What follows belongs to an exercise in optimizing a design on an open flow for small area; a production flow would make more cautious choices. In this exercise RTL edits were held to simulation tests only and were not proved equivalent to the original. Power figures rest on the tool's default switching activity, not on a simulated workload.

<file path="design/flow/constraint.sdc">
create_clock -name core_clock -period 10.0 [get_ports {clk}]
set_input_delay 2.0000 -clock core_clock [delete_from_list [all_inputs] [get_ports {clk}]]
set_output_delay 2.0000 -clock core_clock [all_outputs]
set_load 0.01 [all_outputs]
</file>
<file path="design/flow/design.v">
`default_nettype none
module rfsb_hold (
  input  wire logic we,
  input  wire logic web,
  input  wire logic d,
  input  wire logic q,
  output      logic y
);
  assign y = (we & d) | (web & q);
endmodule
module rfsb_aoi222 (
  input  wire logic [2:0] s,
  input  wire logic [2:0] d,
  output      logic       y
);
  assign y = ~((s[0] & d[0]) | (s[1] & d[1]) | (s[2] & d[2]));
endmodule
module rfsb_nand2 (
  input  wire logic a,
  input  wire logic b,
  output      logic y
);
  assign y = ~(a & b);
endmodule
module rfsb_nand12 (
  input  wire logic [11:0] t,
  output      logic        y
);
  assign y = ~(&t);
endmodule
module rfsb_rdbit (
  input  wire logic [31:1] s,
  input  wire logic [31:1] d,
  input  wire logic        byp,
  input  wire logic        wd,
  output      logic        y
);
  logic [11:0] t;
  for (genvar g = 0; g < 10; g++) begin : g_aoi
    rfsb_aoi222 u_aoi (
      .s (s[3*g+3:3*g+1]),
      .d (d[3*g+3:3*g+1]),
      .y (t[g])
    );
  end
  rfsb_nand2 u_n31 (.a(s[31]), .b(d[31]), .y(t[10]));
  rfsb_nand2 u_nbp (.a(byp),   .b(wd),    .y(t[11]));
  rfsb_nand12 u_or (.t(t), .y(y));
endmodule
module register_file_scoreboard #(
  parameter int DATA_WIDTH = 32
) (
  input  wire logic                   clk,
  input  wire logic                   rst_n,
  input  wire logic [4:0]             rs_addr,
  input  wire logic [4:0]             rt_addr,
  output      logic [DATA_WIDTH-1:0]  rs_data,
  output      logic [DATA_WIDTH-1:0]  rt_data,
  output      logic                   rs_busy,
  output      logic                   rt_busy,
  input  wire logic                   wr_en,
  input  wire logic [4:0]             wr_addr,
  input  wire logic [DATA_WIDTH-1:0]  wr_data,
  input  wire logic                   issue_en,
  input  wire logic [4:0]             issue_dst,
  output      logic [5:0]             busy_count
);
  logic [DATA_WIDTH-1:0] r_regs [1:31];
  logic [DATA_WIDTH-1:0] w_regs_d [1:31];
  logic [31:1]           r_valid;
  logic [31:0]           r_busy;
  logic [5:0]            r_busy_count;
  logic [31:1]           w_we;
  logic [31:1]           w_web;
  logic [31:1]           w_iss;
  logic [31:1]           w_rs_sel;
  logic [31:1]           w_rt_sel;
  logic                  w_wr_hit;
  logic                  w_iss_hit;
  logic                  w_rs_byp;
  logic                  w_rt_byp;
  logic [5:0]            w_pop;
  assign w_wr_hit  = wr_en    && (wr_addr   != 5'd0);
  assign w_iss_hit = issue_en && (issue_dst != 5'd0);
  assign w_rs_byp = rst_n && w_wr_hit && (wr_addr == rs_addr);
  assign w_rt_byp = rst_n && w_wr_hit && (wr_addr == rt_addr);
  always_comb begin
    for (int i = 1; i < 32; i++) begin
      w_we[i]     = wr_en    && (wr_addr   == 5'(i));
      w_web[i]    = !w_we[i];
      w_iss[i]    = issue_en && (issue_dst == 5'(i));
      w_rs_sel[i] = (rs_addr == 5'(i)) && r_valid[i] && !w_rs_byp;
      w_rt_sel[i] = (rt_addr == 5'(i)) && r_valid[i] && !w_rt_byp;
    end
  end
  always_comb begin
    w_pop = 6'd0;
    for (int i = 1; i < 32; i++) begin
      w_pop = w_pop + {5'd0, r_busy[i]};
    end
  end
  for (genvar i = 1; i < 32; i++) begin : g_row
    for (genvar b = 0; b < DATA_WIDTH; b++) begin : g_bit
      rfsb_hold u_hold (
        .we  (w_we[i]),
        .web (w_web[i]),
        .d   (wr_data[b]),
        .q   (r_regs[i][b]),
        .y   (w_regs_d[i][b])
      );
    end
  end
  always_ff @(posedge clk) begin
    for (int i = 1; i < 32; i++) begin
      r_regs[i] <= w_regs_d[i];
    end
  end
  always_ff @(posedge clk or negedge rst_n) begin
    if (!rst_n) begin
      r_valid      <= '0;
      r_busy       <= '0;
      r_busy_count <= '0;
    end else begin
      r_valid      <= r_valid | w_we;
      r_busy       <= {(r_busy[31:1] & w_web) | w_iss, 1'b0};
      r_busy_count <= w_pop;
    end
  end
  for (genvar b = 0; b < DATA_WIDTH; b++) begin : g_rd
    logic [31:1] w_col;
    for (genvar i = 1; i < 32; i++) begin : g_col
      assign w_col[i] = r_regs[i][b];
    end
    rfsb_rdbit u_rs (.s(w_rs_sel), .d(w_col), .byp(w_rs_byp), .wd(wr_data[b]), .y(rs_data[b]));
    rfsb_rdbit u_rt (.s(w_rt_sel), .d(w_col), .byp(w_rt_byp), .wd(wr_data[b]), .y(rt_data[b]));
  end
  assign rs_busy    = w_rs_byp ? (w_iss_hit && (issue_dst == rs_addr)) : r_busy[rs_addr];
  assign rt_busy    = w_rt_byp ? (w_iss_hit && (issue_dst == rt_addr)) : r_busy[rt_addr];
  assign busy_count = r_busy_count;
endmodule
`default_nettype wire
</file>
<file path="design/flow/config.mk">
export PLATFORM = sky130hd
export DESIGN_NAME = register_file_scoreboard
export DESIGN_NICKNAME = register_file_scoreboard
export VERILOG_FILES = /design/flow/design.v
export SDC_FILE = /design/flow/constraint.sdc
export NUM_CORES = 4
export LEC_CHECK = 0
export CAP_MARGIN = 20
export CORE_MARGIN = 2
export CORE_UTILIZATION = 40
export SLEW_MARGIN = 20
export SYNTH_HIERARCHICAL = 1
export SYNTH_MINIMUM_KEEP_SIZE = 0
</file>
<file path="design/flow/run.sh">
#!/bin/bash
# synth_recipe.tcl (not shown) runs the flow's synth.tcl, then flattens the netlist and writes it again
# the make line also repeats each setting of config.mk as NAME=value (left out here)
make -C /OpenROAD-flow-scripts/flow DESIGN_CONFIG=/design/flow/config.mk WORK_HOME=/design/flow/orfs CLKGATE_MAP_FILE= SYNTH_SCRIPT=/design/flow/synth_recipe.tcl finish
</file>
==> flow_metrics.tcl, run 1 <==
set metrics [dict create \
    drt_iter0_drc 9492 \
    pre_cts_slack_ns 1.45 \
    hold_ws_ns 0.476 \
    syn_area_mm2 0.0419 \
    p_leak_nw 20.0 \
    timing.fmax_mhz 114 \
    synth_ff_type "dfxtp_1" \
    rows 118 \
    synth_cell_types 48 \
    run_status "finished clean" \
    vias 40370 \
    final_area_mm2 0.0493 \
    clock_sinks 1060 \
    synth_seq_cells 1060 \
    place.gp.congestion 0.941 \
    dp_hpwl_um 106000 \
    p_seq_share_pct 45.2 \
    ios 128 \
    synth_cells 3529 \
    ys_seq_area_share_pct 51.5 \
    cts_buffers 109 \
    synth_top_cells_by_area "dfxtp_1, a22o_1, a222oi_1, dfrtp_1, nand4_1" \
    crit_fanout 32 \
    clock_latency_ns 0.68 \
    highest_layer "met5" \
    dr.pass1.iters 14 \
    wl_met2_um 75100 \
    synth_edf_count 0 \
    die_area_mm2 0.107 \
    hold_buffers 0 \
    crit_required_ns 8.00 \
    maxCapViolations 0 \
    ys_warn_count 10 \
    nets 3931 \
    pwr_density_cell_mw_per_mm2 261 \
    synthTopCellsByCount "a22o_1, dfxtp_1, a222oi_1, nand4_1, nand2_1" \
    dpl_cell_area_mm2 0.0457 \
    fin_crit_sh_pct 88.1 \
    root_buffer "clkbuf_16" \
    maxSlewViolCount 0 \
    dr_wl_met3_um 29500 \
    start_util_pct 40.4 \
    cts_resized 0 \
    cellInternalPower_mw 8.98 \
    p_sw_mw 3.88 \
    met1Wirelength_um 72400 \
    cts_tree "done" \
    gr-total-overflow 0 \
    die_h_um 328 \
    grtUsageTotal_pct 33.8 \
    finalSetupViolations 0 \
    worstMarginPinSlew_ns 1.26 \
    hold_class "flip-flop to flip-flop" \
    antenna_found_initial 4 \
    clkPwrFrac_pct 32.3 \
    min_period_ns 8.81 \
    criticalPathCategory "input pin to output pin" \
    port-buffer-count 127 \
    clockBufferDepth 3 \
    yosys.area.top_type "dfxtp_1" \
    finClkSkew_ns 0.00575 \
    irDropWorstVdd_mv 0.970 \
    cp-end-kind "output pin" \
    avgSynthCellArea_um2 11.9 \
    routed_wl_um 190000 \
    wl_per_cell_um 35.6 \
    drive_above_1_share_pct 9.97 \
    start_kind "input pin" \
    relSlewSlack_pct 15.7 \
    yosysTopAreaCellShare_pct 47.4 \
    core-area_mm2 0.104 \
    area_delta_synth_final_pct 17.7 \
    postCtsSetupRepairBufs 0 \
    synth_nets 3615 \
    final_antenna_net_count 0 \
    grt_max_degree 69 \
    arrival_ns 6.81 \
    async_flop_share_pct 6.42 \
    p_sw_share_pct 30.2 \
    pwr-share-comb_pct 22.5 \
    route.detailed.drc 0 \
    grt_pass1_vias 38292 \
    finalPower_mw 12.9 \
    fin_ws_ns 1.19 \
    tns_ns 0 \
    rsz0062_at_grt "no" \
    vias_per_cell 7.59 \
    htreeDepth 3 \
    grt_pass1_wl_um 270000 \
    die_w_um 328 \
    nFillCells 9476 \
    cts.clk_slew.worst_paths_ns 0.06 \
    hold_violations 0 \
]
power by group through the flow:
stage	Combinational (mW)	Sequential (mW)	Clock, mW
after CTS	2.90	5.78	4.17
final	2.90	5.82	4.15
after detailed placement	2.87	5.84	0
after global routing	3.28	5.91	4.35
after floorplan	2.10	5.67	0
after global placement	2.84	5.84	0
metal layers:
metal / vias up / global-route usage (%)
met2: 3627 / 46.3
met5: - / 0
met1: 19517 / 46.4
met4: 2 / 19.2
li1: 16541 / -
met3: 683 / 10.8
per-module statistics from Yosys (local to each module, per instance), a selection:
module                    flops+latches  area (um2)
register_file_scoreboard           1060       24700
rfsb_aoi222                           0        10.0
rfsb_hold                             0        8.76
rfsb_nand12                           0        25.0
rfsb_nand2                            0        3.75
placed cells by master, fill, tap and decap left out, types with 3 or more instances in the layout:
cell type / n
a21oi_1: 3
xor2_1: 10
xnor2_1: 13
nor2b_1: 7
ha_1: 7
nand4_1: 194
nand2b_1: 32
mux2i_1: 5
o22ai_1: 11
clkbuf_8: 28
buf_2: 3
clkbuf_1: 41
and3_1: 13
nor3_2: 3
or3_1: 64
a32o_1: 4
mux4_2: 14
a222oi_1: 640
and3b_1: 4
o21ai_0: 20
clkinv_2: 16
dfrtp_1: 68
a22o_1: 992
and3_2: 53
clkdlybuf4s50_1: 124
nor3_1: 5
nand2_2: 24
dfxtp_1: 992
or2_2: 6
clkbuf_16: 112
nor3b_1: 4
bufinv_16: 4
clkinv_1: 5
nand2_1: 157
buf_4: 102
inv_1: 70
fa_1: 23
nor2_1: 18
inv_2: 11
nand3_1: 9
worst paths after layout:
check / startpoint / to / slack [ns] / depth (start not counted)
max in group asynchronous: rst_n / r_valid[14]$_DFF_PN0_ / 7.76 / 2
min reg2reg: r_valid[6]$_DFF_PN0_ / r_valid[6]$_DFF_PN0_ / 0.48 / 1
min in group asynchronous: rst_n / r_busy_count[3]$_DFF_PN0_ / 1.61 / 2
max: rs_addr[2] / rs_data[2] / 1.19 / 9
max reg2reg: r_busy[1]$_DFF_PN0_ / r_busy_count[4]$_DFF_PN0_ / 5.12 / 13
min: r_valid[6]$_DFF_PN0_ / r_valid[6]$_DFF_PN0_ / 0.48 / 1
state kept, by name (all words and copies together) (netlist names):
name	flops
r_busy	31
r_busy_count	6
r_regs	992
r_valid	31
cells by family (layout without fill, tap and decap cells):
kind of cell	count (synthesis)	in the layout	synth area share [%]
XOR/XNOR	23	23	0.481
adder cells (fa/ha/maj)	30	30	1.31
buffers and inverters	110	521	1.00
other	0	1	0
AO/OA/AOI/OAI	1679	1679	36.8
flip-flops	1060	1060	51.5
AND/OR/NAND/NOR	607	607	8.07
multiplexers	20	20	0.899
through the flow:
stage	util, %	std cells
after CTS	47.6	5320
after global routing	47.6	5320
after detailed placement	44.1	5114
after global placement	44.1	5114
after floorplan	-	3529
final	47.6	5321
layout make-up:
type                    count  area (um2)  share of cell area [%]
flip-flops and latches   1060       21600                    43.7
repair buffers            229        2020                    4.10
clock buffers             181        3340                    6.78
multi-input cells        2359       20100                    40.7
inverters                  86         323                   0.655
diodes                      1        2.50                 0.00507
well taps                1380        1730                    3.50
clock inverters            25         293                   0.594
critical path, cell delays in order:
cell and delay (ns):
clkdlybuf4s50_1 0.89, xor2_1 0.20, nor4_4 0.65, and3b_1 0.38, and3_2 0.68, a222oi_1 0.45
nand4_1 0.47, or3_1 0.55, clkdlybuf4s50_1 0.51
==> run 2, diff against run 1 <==
==> design/flow/flow/run.sh (new file) <==
#!/bin/bash
# Own layout flow: the standard flow (standard.sh, unchanged synthesis,
# floorplan, power grid and tap cells), with two placement/CTS options set:
#  - port buffers use the smallest buffer cell instead of the default pick;
#  - the clock tree uses clkbuf_8 leaf clusters without dummy loads.
# make's full output goes to flow_make.log here; each ORFS tool writes its own
# log under orfs/logs/.
set -euo pipefail
CTS="-sink_clustering_enable -repair_clock_nets -dont_use_dummy_load"
CTS="$CTS -buf_list sky130_fd_sc_hd__clkbuf_8"
CTS="$CTS -sink_clustering_size 16 -sink_clustering_max_diameter 60"
bash standard.sh \
  "CTS_ARGS=$CTS" \
  "BUFFER_PORTS_ARGS=-buffer_cell sky130_fd_sc_hd__buf_1" \
  finish > flow_make.log 2>&1
test -f out/final.def
==> design/flow/standard.sh (new file) <==
#!/bin/bash
# synth_recipe.tcl (not shown) runs the flow's synth.tcl, then flattens the netlist and writes it again
# the make line also repeats each setting of config.mk as NAME=value (left out here)
make -C /OpenROAD-flow-scripts/flow DESIGN_CONFIG=/design/flow/config.mk WORK_HOME=/design/flow/orfs CLKGATE_MAP_FILE= SYNTH_SCRIPT=/design/flow/synth_recipe.tcl "${@:-finish}"
--- a/design/flow/config.mk
+++ b/design/flow/config.mk
@@ -7,7 +7,7 @@
 export LEC_CHECK = 0
 export CAP_MARGIN = 20
 export CORE_MARGIN = 2
-export CORE_UTILIZATION = 40
+export CORE_UTILIZATION = 65
 export SLEW_MARGIN = 20
 export SYNTH_HIERARCHICAL = 1
 export SYNTH_MINIMUM_KEEP_SIZE = 0
removed: design/flow/run.sh
==> run 2 against run 1 <==
Largest cell class unchanged; wire length increased by 0.56%; register-to-register slack about the same; setup slack improved by 0.72 ns; critical endpoint is now rt_data[31]; clock skew increased by 0.020 ns.
==> flow_metrics.tcl, run 2 <==
set metrics [dict create \
    area_delta_synth_final_pct 8.88 \
    irDropWorstVdd_mv 1.71 \
    gr-total-overflow 0 \
    r2r-start "r_busy[18]$_DFF_PN0_" \
    final_antenna_net_count 0 \
    cp-end-kind "output pin" \
    htreeDepth 3 \
    grtUsageTotal_pct 54.7 \
    pre_cts_slack_ns 2.34 \
    top_register "r_regs" \
    core-area_mm2 0.0641 \
    finalSetupViolations 0 \
    die_area_mm2 0.0665 \
    hold_class "flip-flop to flip-flop" \
    tns_ns 0 \
    dp_hpwl_um 108000 \
    cp-startpoint "rt_addr[3]" \
    cts_tree "done" \
    avgSynthCellArea_um2 11.9 \
    syn_area_mm2 0.0419 \
    rsz0062_at_grt "no" \
    maxCapViolations 0 \
    vias 42919 \
    wl_per_cell_um 40.3 \
    crit_top_cell "buf_1" \
    p_leak_nw 18.9 \
    start_util_pct 65.3 \
    arrival_ns 6.09 \
    route.detailed.drc 0 \
    fin_crit_sh_pct 80.9 \
    vias_per_cell 9.09 \
    clock_sinks 1060 \
    layout_common_cells "a22o_1, dfxtp_1, a222oi_1" \
    cpPeakStageDelay_ns 0.71 \
    multiInputGateArea_mm2 0.0199 \
    finClkSkew_ns 0.0260 \
    synth_edf_count 0 \
    top_regs "r_regs (992), r_busy (31), r_valid (31)" \
    routed_wl_um 191000 \
    synth_nets 3615 \
    start_kind "input pin" \
    hold_violations 0 \
    postCtsSetupRepairBufs 0 \
    drive_above_1_share_pct 7.31 \
    grt_pass1_vias 41712 \
    hold_buffers 0 \
    largest_register_ffs 992 \
    clock_latency_ns 0.69 \
    critPathSlowestCell "nand4_1" \
    antenna_found_initial 14 \
    maxSlewViolCount 0 \
    run_status "finished clean" \
    seq_area_mm2 0.0216 \
    yosys.area.top_type "dfxtp_1" \
    nets 3948 \
    async_flop_share_pct 6.42 \
    clockBufferDepth 3 \
    worstMarginPinSlew_ns 1.25 \
    synth_cells 3529 \
    crit_required_ns 8.00 \
    grt_max_degree 69 \
    cp_cell_sequence "buf_1, xnor2_1, nand3_1, nor4_4, nor3_2, and3_1, buf_4, a222oi_1, nand4_1, or3_1, buf_1" \
    place.gp.congestion 1.00 \
    ys_warn_count 10 \
    nFillCells 4541 \
    ys_seq_area_share_pct 51.5 \
    hp-start "r_valid[22]$_DFF_PN0_" \
    port-buffer-count 127 \
    dr.pass1.iters 19 \
    criticalPathCategory "input pin to output pin" \
    synth_seq_cells 1060 \
    cts_resized 0 \
    root_buffer "clkbuf_8" \
    relSlewSlack_pct 16.7 \
    timing.fmax_mhz 124 \
    synthTopCellsByCount "a22o_1, dfxtp_1, a222oi_1, nand4_1, nand2_1" \
    ios 128 \
    die_w_um 258 \
    fin_ws_ns 1.91 \
    grt_pass1_wl_um 272000 \
    pwr_density_cell_mw_per_mm2 238 \
    synth_cell_types 48 \
    min_period_ns 8.09 \
    cts_buffers 78 \
    yosysTopAreaCellShare_pct 47.4 \
    synth_top_cells_by_area "dfxtp_1, a22o_1, a222oi_1, dfrtp_1, nand4_1" \
    crit_fanout 32 \
    drt_iter0_drc 12277 \
    cts.clk_slew.worst_paths_ns 0.10 \
    rows 93 \
    die_h_um 258 \
    synth_ff_type "dfxtp_1" \
]
==> run 2: worst max-delay path, delay by kind of cell <==
kind,cells,cell delay [ns]
simple gates,6,2.48
buf+inv,3,0.96
compound gates,1,0.42
xor+xnor,1,0.19
==> run 2: worst paths after layout <==
| kind | to | slack (ns) | depth (start not counted) |
|---|---|---|---|
| max | rt_data[31] | 1.91 | 11 |
| min | r_valid[22]$_DFF_PN0_ | 0.48 | 1 |
| max reg2reg | r_busy_count[4]$_DFF_PN0_ | 5.11 | 15 |
| min reg2reg | r_valid[22]$_DFF_PN0_ | 0.48 | 1 |
| max in group asynchronous | r_valid[29]$_DFF_PN0_ | 7.75 | 2 |
| min in group asynchronous | r_valid[6]$_DFF_PN0_ | 1.57 | 2 |
==> run 2: logic make-up after synthesis <==
| group | Yosys count | share of synthesized area, % |
|---|---|---|
| xor+xnor | 23 | 0.481 |
| compound gates | 1679 | 36.8 |
| mux | 20 | 0.899 |
| fa+ha+maj | 30 | 1.31 |
| buf+inv | 110 | 1.00 |
| flops | 1060 | 51.5 |
| simple gates | 607 | 8.07 |
==> run 2: where the power goes <==
part           switching, mW  leakage [nW]  internal, mW
clock                   1.38         0.561         0.702
combinational           1.53          9.26          1.41
sequential             0.709          9.03          5.12
total                   3.62          18.9          7.23
==> run 2: per-stage QoR <==
stage	util (%)	area [um2]	hold WS [ns]	power [mW]	std cells
final	71.1	45600	0.485	10.9	4724
after global routing	71.1	45600	0.505	11.3	4716
after CTS	71.1	45600	0.482	10.7	4714
after detailed placement	69.4	44500	0.460	8.70	4636
after global placement	69.4	44500	0.457	8.47	4636
after floorplan	-	41900	0.440	7.78	3529
==> run 2: per-module statistics from Yosys (local to each module, per instance), excerpt <==
module,copies in the design,cells inside,flops+latches
register_file_scoreboard,1,1513,1060
rfsb_nand2,128,1,0
rfsb_aoi222,640,1,0
rfsb_hold,992,1,0
rfsb_nand12,64,4,0
==> run 2: cell type report <==
type                       count  area share (%)
multi-input combinational   2359            43.7
tap                          855            2.35
timing repair buffer         277            3.56
clock buffer                  78            2.35
antenna                        9          0.0494
inverter                      86           0.708
sequential                  1060            47.3
==> run 2: routing by layer <==
metal  part of all wire [%]  GRT usage, %  up-vias
met2                     39          74.3     4880
met1                     32          67.4    20249
met3                     20          26.5     1298
li1                       -             -    16478
met4                    9.3          39.1       14
met5                  0.093          1.42        -
==> run 3, diff against run 2 <==
--- a/design/flow/design.v
+++ b/design/flow/design.v
@@ -15,6 +15,27 @@
 );
   assign y = ~((s[0] & d[0]) | (s[1] & d[1]) | (s[2] & d[2]));
 endmodule
+module rfsb_and3 (
+  input  wire logic a,
+  input  wire logic b,
+  input  wire logic c,
+  output      logic y
+);
+  assign y = a & b & c;
+endmodule
+module rfsb_or2 (
+  input  wire logic a,
+  input  wire logic b,
+  output      logic y
+);
+  assign y = a | b;
+endmodule
+module rfsb_inv (
+  input  wire logic a,
+  output      logic y
+);
+  assign y = ~a;
+endmodule
 module rfsb_nand2 (
   input  wire logic a,
   input  wire logic b,
@@ -22,8 +43,8 @@
 );
   assign y = ~(a & b);
 endmodule
-module rfsb_nand12 (
-  input  wire logic [11:0] t,
+module rfsb_nand11 (
+  input  wire logic [10:0] t,
   output      logic        y
 );
   assign y = ~(&t);
@@ -31,11 +52,9 @@
 module rfsb_rdbit (
   input  wire logic [31:1] s,
   input  wire logic [31:1] d,
-  input  wire logic        byp,
-  input  wire logic        wd,
   output      logic        y
 );
-  logic [11:0] t;
+  logic [10:0] t;
   for (genvar g = 0; g < 10; g++) begin : g_aoi
     rfsb_aoi222 u_aoi (
       .s (s[3*g+3:3*g+1]),
@@ -44,8 +63,7 @@
     );
   end
   rfsb_nand2 u_n31 (.a(s[31]), .b(d[31]), .y(t[10]));
-  rfsb_nand2 u_nbp (.a(byp),   .b(wd),    .y(t[11]));
-  rfsb_nand12 u_or (.t(t), .y(y));
+  rfsb_nand11 u_or (.t(t), .y(y));
 endmodule
 module register_file_scoreboard #(
   parameter int DATA_WIDTH = 32
@@ -73,6 +91,7 @@
   logic [31:1]           w_we;
   logic [31:1]           w_web;
   logic [31:1]           w_iss;
+  logic [31:1]           w_valid_d;
   logic [31:1]           w_rs_sel;
   logic [31:1]           w_rt_sel;
   logic                  w_wr_hit;
@@ -84,14 +103,29 @@
   assign w_iss_hit = issue_en && (issue_dst != 5'd0);
   assign w_rs_byp = rst_n && w_wr_hit && (wr_addr == rs_addr);
   assign w_rt_byp = rst_n && w_wr_hit && (wr_addr == rt_addr);
+  logic [3:0] w_wr_lo, w_rs_lo, w_rt_lo;
+  logic [7:0] w_wr_hi, w_rs_hi, w_rt_hi;
   always_comb begin
+    for (int k = 0; k < 4; k++) begin
+      w_wr_lo[k] = rst_n && wr_en && (wr_addr[1:0] == 2'(k));
+      w_rs_lo[k] = (rs_addr[1:0] == 2'(k));
+      w_rt_lo[k] = (rt_addr[1:0] == 2'(k));
+    end
+    for (int j = 0; j < 8; j++) begin
+      w_wr_hi[j] = (wr_addr[4:2] == 3'(j));
+      w_rs_hi[j] = (rs_addr[4:2] == 3'(j));
+      w_rt_hi[j] = (rt_addr[4:2] == 3'(j));
+    end
     for (int i = 1; i < 32; i++) begin
-      w_we[i]     = wr_en    && (wr_addr   == 5'(i));
-      w_web[i]    = !w_we[i];
-      w_iss[i]    = issue_en && (issue_dst == 5'(i));
-      w_rs_sel[i] = (rs_addr == 5'(i)) && r_valid[i] && !w_rs_byp;
-      w_rt_sel[i] = (rt_addr == 5'(i)) && r_valid[i] && !w_rt_byp;
+      w_iss[i] = issue_en && (issue_dst == 5'(i));
     end
+  end
+  for (genvar i = 1; i < 32; i++) begin : g_dec
+    rfsb_nand2 u_web (.a(w_wr_lo[i%4]), .b(w_wr_hi[i/4]), .y(w_web[i]));
+    rfsb_inv   u_we  (.a(w_web[i]), .y(w_we[i]));
+    rfsb_or2   u_vd  (.a(r_valid[i]), .b(w_we[i]), .y(w_valid_d[i]));
+    rfsb_and3  u_rs  (.a(w_rs_lo[i%4]), .b(w_rs_hi[i/4]), .c(w_valid_d[i]), .y(w_rs_sel[i]));
+    rfsb_and3  u_rt  (.a(w_rt_lo[i%4]), .b(w_rt_hi[i/4]), .c(w_valid_d[i]), .y(w_rt_sel[i]));
   end
   always_comb begin
     w_pop = 6'd0;
@@ -121,7 +155,7 @@
       r_busy       <= '0;
       r_busy_count <= '0;
     end else begin
-      r_valid      <= r_valid | w_we;
+      r_valid      <= w_valid_d;
       r_busy       <= {(r_busy[31:1] & w_web) | w_iss, 1'b0};
       r_busy_count <= w_pop;
     end
@@ -129,10 +163,10 @@
   for (genvar b = 0; b < DATA_WIDTH; b++) begin : g_rd
     logic [31:1] w_col;
     for (genvar i = 1; i < 32; i++) begin : g_col
-      assign w_col[i] = r_regs[i][b];
+      assign w_col[i] = w_regs_d[i][b];
     end
-    rfsb_rdbit u_rs (.s(w_rs_sel), .d(w_col), .byp(w_rs_byp), .wd(wr_data[b]), .y(rs_data[b]));
-    rfsb_rdbit u_rt (.s(w_rt_sel), .d(w_col), .byp(w_rt_byp), .wd(wr_data[b]), .y(rt_data[b]));
+    rfsb_rdbit u_rs (.s(w_rs_sel), .d(w_col), .y(rs_data[b]));
+    rfsb_rdbit u_rt (.s(w_rt_sel), .d(w_col), .y(rt_data[b]));
   end
   assign rs_busy    = w_rs_byp ? (w_iss_hit && (issue_dst == rs_addr)) : r_busy[rs_addr];
   assign rt_busy    = w_rt_byp ? (w_iss_hit && (issue_dst == rt_addr)) : r_busy[rt_addr];
--- a/design/flow/config.mk
+++ b/design/flow/config.mk
@@ -7,7 +7,7 @@
 export LEC_CHECK = 0
 export CAP_MARGIN = 20
 export CORE_MARGIN = 2
-export CORE_UTILIZATION = 65
+export CORE_UTILIZATION = 50
 export SLEW_MARGIN = 20
 export SYNTH_HIERARCHICAL = 1
 export SYNTH_MINIMUM_KEEP_SIZE = 0
==> run 3 against run 2 <==
Critical endpoint is now rt_data[20]; count of clock-buffer cells in the layout is 11 higher; largest power group unchanged; clock skew is 0.0075 ns higher; via count decreased by 3.4%; synthesized area down 0.82%; setup slack lost 0.52 ns; highest routed layer unchanged.
==> flow_metrics.tcl, run 3 <==
set metrics [dict create \
    run_status "finished clean" \
    cts_buffers 89 \
    drt_iter0_drc 9526 \
    multiInputGateArea_mm2 0.0197 \
    synth_ff_type "dfxtp_1" \
    final_common_cell "a22o_1" \
    async_flop_share_pct 6.42 \
    dp_hpwl_um 117000 \
    relSlewSlack_pct 20.5 \
    grt_pass1_wl_um 283000 \
    crit_fanout 33 \
    final_antenna_net_count 0 \
    finClkSkew_ns 0.0334 \
    post-route-util_pct 55.5 \
    ys_warn_count 10 \
    antenna_found_initial 23 \
    layout_common_cells "a22o_1, dfxtp_1, a222oi_1" \
    cp_cell_sequence "buf_1, nand3_1, nor2_1, nand2_2, buf_4, inv_1, buf_4, or2_1, and3_1, buf_4, a222oi_1, nand3_1, or3_1, buf_1" \
    p_sw_mw 3.22 \
    pwr-share-comb_pct 27.6 \
    nFillCells 7040 \
    synth_cells 3470 \
    syn_area_mm2 0.0415 \
    tns_ns 0 \
    dr.pass1.iters 15 \
    cts_resized 0 \
    gr-total-overflow 0 \
    r2r_slack_ns 4.99 \
    worstMarginPinSlew_ns 1.19 \
    synthTopCellsByCount "a22o_1, dfxtp_1, a222oi_1, nand4_1, nand2_1" \
    hold_violations 0 \
    grt_pass1_vias 39422 \
    drive_above_1_share_pct 7.91 \
    synth_seq_cells 1060 \
    fin_crit_sh_pct 86.1 \
    clock_sinks 1060 \
    finalSetupViolations 0 \
    avgSynthCellArea_um2 12.0 \
    p_leak_nw 18.5 \
    maxSlewViolCount 0 \
    yosys.area.top_type "dfxtp_1" \
    stdcell_count 4874 \
    arrival_ns 6.61 \
    min_period_ns 8.61 \
    cellInternalPower_mw 6.89 \
    die_area_mm2 0.0854 \
    clock_latency_ns 0.75 \
    cpPeakStageDelay_ns 0.68 \
    rsz0062_at_grt "no" \
    maxCapViolations 0 \
    routed_wl_um 203000 \
    port-buffer-count 127 \
    pwr_density_cell_mw_per_mm2 221 \
    final_area_mm2 0.0456 \
    clockBufferDepth 3 \
    route.detailed.drc 0 \
    start_kind "input pin" \
    hold_buffers 0 \
    area_delta_synth_final_pct 9.80 \
    seq_area_mm2 0.0216 \
    grtUsageTotal_pct 45.1 \
    cp_top_family "simple AND/OR/NAND/NOR gates" \
    core-area_mm2 0.0822 \
    top_regs "r_regs (992), r_busy (31), r_valid (31)" \
    vias 41460 \
    yosysMostFrequentCell "a22o_1" \
    htreeDepth 3 \
    dp.cells 4774 \
    dpl_cell_area_mm2 0.0444 \
    crit_top_cell "buf_4" \
    largest_register_ffs 992 \
    grt_max_degree 69 \
    die_w_um 292 \
    timing.fmax_mhz 116 \
    hold_ws_ns 0.480 \
    critPathSlowestCell "nor2_1" \
    cp-end-kind "output pin" \
    vias_per_cell 8.51 \
    p_seq_share_pct 50.2 \
    ys_seq_area_share_pct 51.9 \
    path_buf_inv 6 \
    synth_nets 3556 \
    synth_edf_count 0 \
    criticalPathCategory "input pin to output pin" \
    crit_required_ns 8.00 \
    die_h_um 292 \
    p_sw_share_pct 31.9 \
    clkPwrFrac_pct 22.1 \
    wl_per_cell_um 41.7 \
    rows 105 \
    postCtsSetupRepairBufs 0 \
    root_buffer "clkbuf_8" \
    yosysTopAreaCellShare_pct 47.8 \
    nets 3881 \
    start_util_pct 50.5 \
    synth_cell_types 51 \
    place.gp.congestion 0.932 \
    top_register "r_regs" \
    cts_tree "done" \
    hold_class "flip-flop to flip-flop" \
    synth_top_cells_by_area "dfxtp_1, a22o_1, a222oi_1, dfrtp_1, nand4_1" \
    ios 128 \
    irDropWorstVdd_mv 1.11 \
    cts.clk_slew.worst_paths_ns 0.10 \
]
-- run 3: cell count changes after synthesis, sizes merged, moves of 5 or more --
cell    before   now
a22o       992  1005
clkbuf      19    14
mux2i        5    11
mux4        14     9
nand2      182   117
nand2b      32     8
nand3        9    66
nand4      194   132
o22ai       11     2
or2          6    32
-- run 3: cell families after synthesis --
kind of cell	Yosys count	synth area share (%)
AOI/OAI and AO/OA	1685	37.2
DFF	1060	51.9
and+or+nand+nor	542	7.20
buffers and inverters	107	1.03
adders and majority gates	30	1.32
xor gates and xnor gates	23	0.485
muxes	23	0.834
-- run 3: power by group through the flow --
stage | Clock [mW] | Sequential, mW | Combinational (mW)
floorplan | 0 | 5.10 | 2.07
global placement | 0 | 5.15 | 2.62
detailed placement | 0 | 5.16 | 2.73
CTS | 2.23 | 5.07 | 2.76
global route | 2.38 | 5.12 | 3.13
finish | 2.23 | 5.08 | 2.79
-- run 3: final timing paths --
path / startpoint / end / cells after the start
setup / recovery: wr_addr[1] / rt_data[20] / 14
hold / removal: r_valid[20]$_DFF_PN0_ / r_valid[20]$_DFF_PN0_ / 1
setup reg to reg: r_busy[18]$_DFF_PN0_ / r_busy_count[4]$_DFF_PN0_ / 15
hold reg to reg: r_valid[20]$_DFF_PN0_ / r_valid[20]$_DFF_PN0_ / 1
max in group asynchronous: rst_n / r_valid[15]$_DFF_PN0_ / 2
min in group asynchronous: rst_n / r_valid[18]$_DFF_PN0_ / 2
-- run 3: final cells by class --
class	count	share of cell area, %
antenna	11	0.0603
clock buffer	89	2.68
inverter	84	0.691
multi-input combinational	2303	43.1
sequential	1060	47.3
tap	1070	2.93
timing repair buffer	257	3.24
-- run 3: through the flow --
step                      setup WS, ns  power, mW
after global placement            1.88       7.77
after floorplan                   2.60       7.17
after CTS                         1.70       10.1
final                             1.39       10.1
after detailed placement          1.73       7.89
after global routing              1.36       10.6
-- run 3: Yosys stat by module, one instance, submodules excluded, a selection --
| module | flip-flops and latches | times used | area (um2) | cells |
|---|---|---|---|---|
| rfsb_and3 | 0 | 62 | 6.26 | 1 |
| rfsb_nand2 | 0 | 95 | 3.75 | 1 |
| rfsb_aoi222 | 0 | 640 | 10.0 | 1 |
| rfsb_or2 | 0 | 31 | 6.26 | 1 |
| rfsb_nand11 | 0 | 64 | 23.8 | 4 |
| register_file_scoreboard | 1060 | 1 | 23900 | 1363 |
| rfsb_hold | 0 | 992 | 8.76 | 1 |
| rfsb_inv | 0 | 31 | 3.75 | 1 |
-- run 3: metal layers --
layer | global-route usage (%) | vias up | share of wire, %
met5 | 0 | - | 0.087
met4 | 29.4 | 18 | 7.8
met3 | 17.0 | 784 | 16
met2 | 63.1 | 4024 | 40
met1 | 58.1 | 20393 | 36
li1 | - | 16241 | -

[port drivers added, routing unchanged]
No port has a modelled driver above. Below, the same layouts with a new extraction and two added sets of constraints. Step 1: set_driving_cell puts a clkbuf_16 on clk and a buf_2 on each other input, an assumption about the parent block. Step 2 also shifts input and output timing later by t, the mid clock arrival at the registers, as if the neighbouring blocks saw the same clock. Slacks: ideal ports / drivers / drivers and shift; pairs: ideal ports / drivers.
run | shift t [ns] | setup slack, ns | hold slack, ns | latest minus earliest clock arrival (ns) | pins driven straight from the clock port
run 1 | 0.764 | 1.192 / 1.170 / 1.170 | 0.476 / 0.476 / 0.476 | 0.053 / 0.053 | 1
run 2 | 0.780 | 1.908 / 1.883 / 1.883 | 0.485 / 0.485 / 0.485 | 0.095 / 0.094 | 1
run 3 | 0.817 | 1.393 / 1.371 / 1.371 | 0.480 / 0.480 / 0.480 | 0.082 / 0.081 | 1
After both steps every run listed still meets setup and hold. For run 2, which loses most, drivers alone change the setup slack by -0.025 ns; drivers and shift together by -0.025 ns.
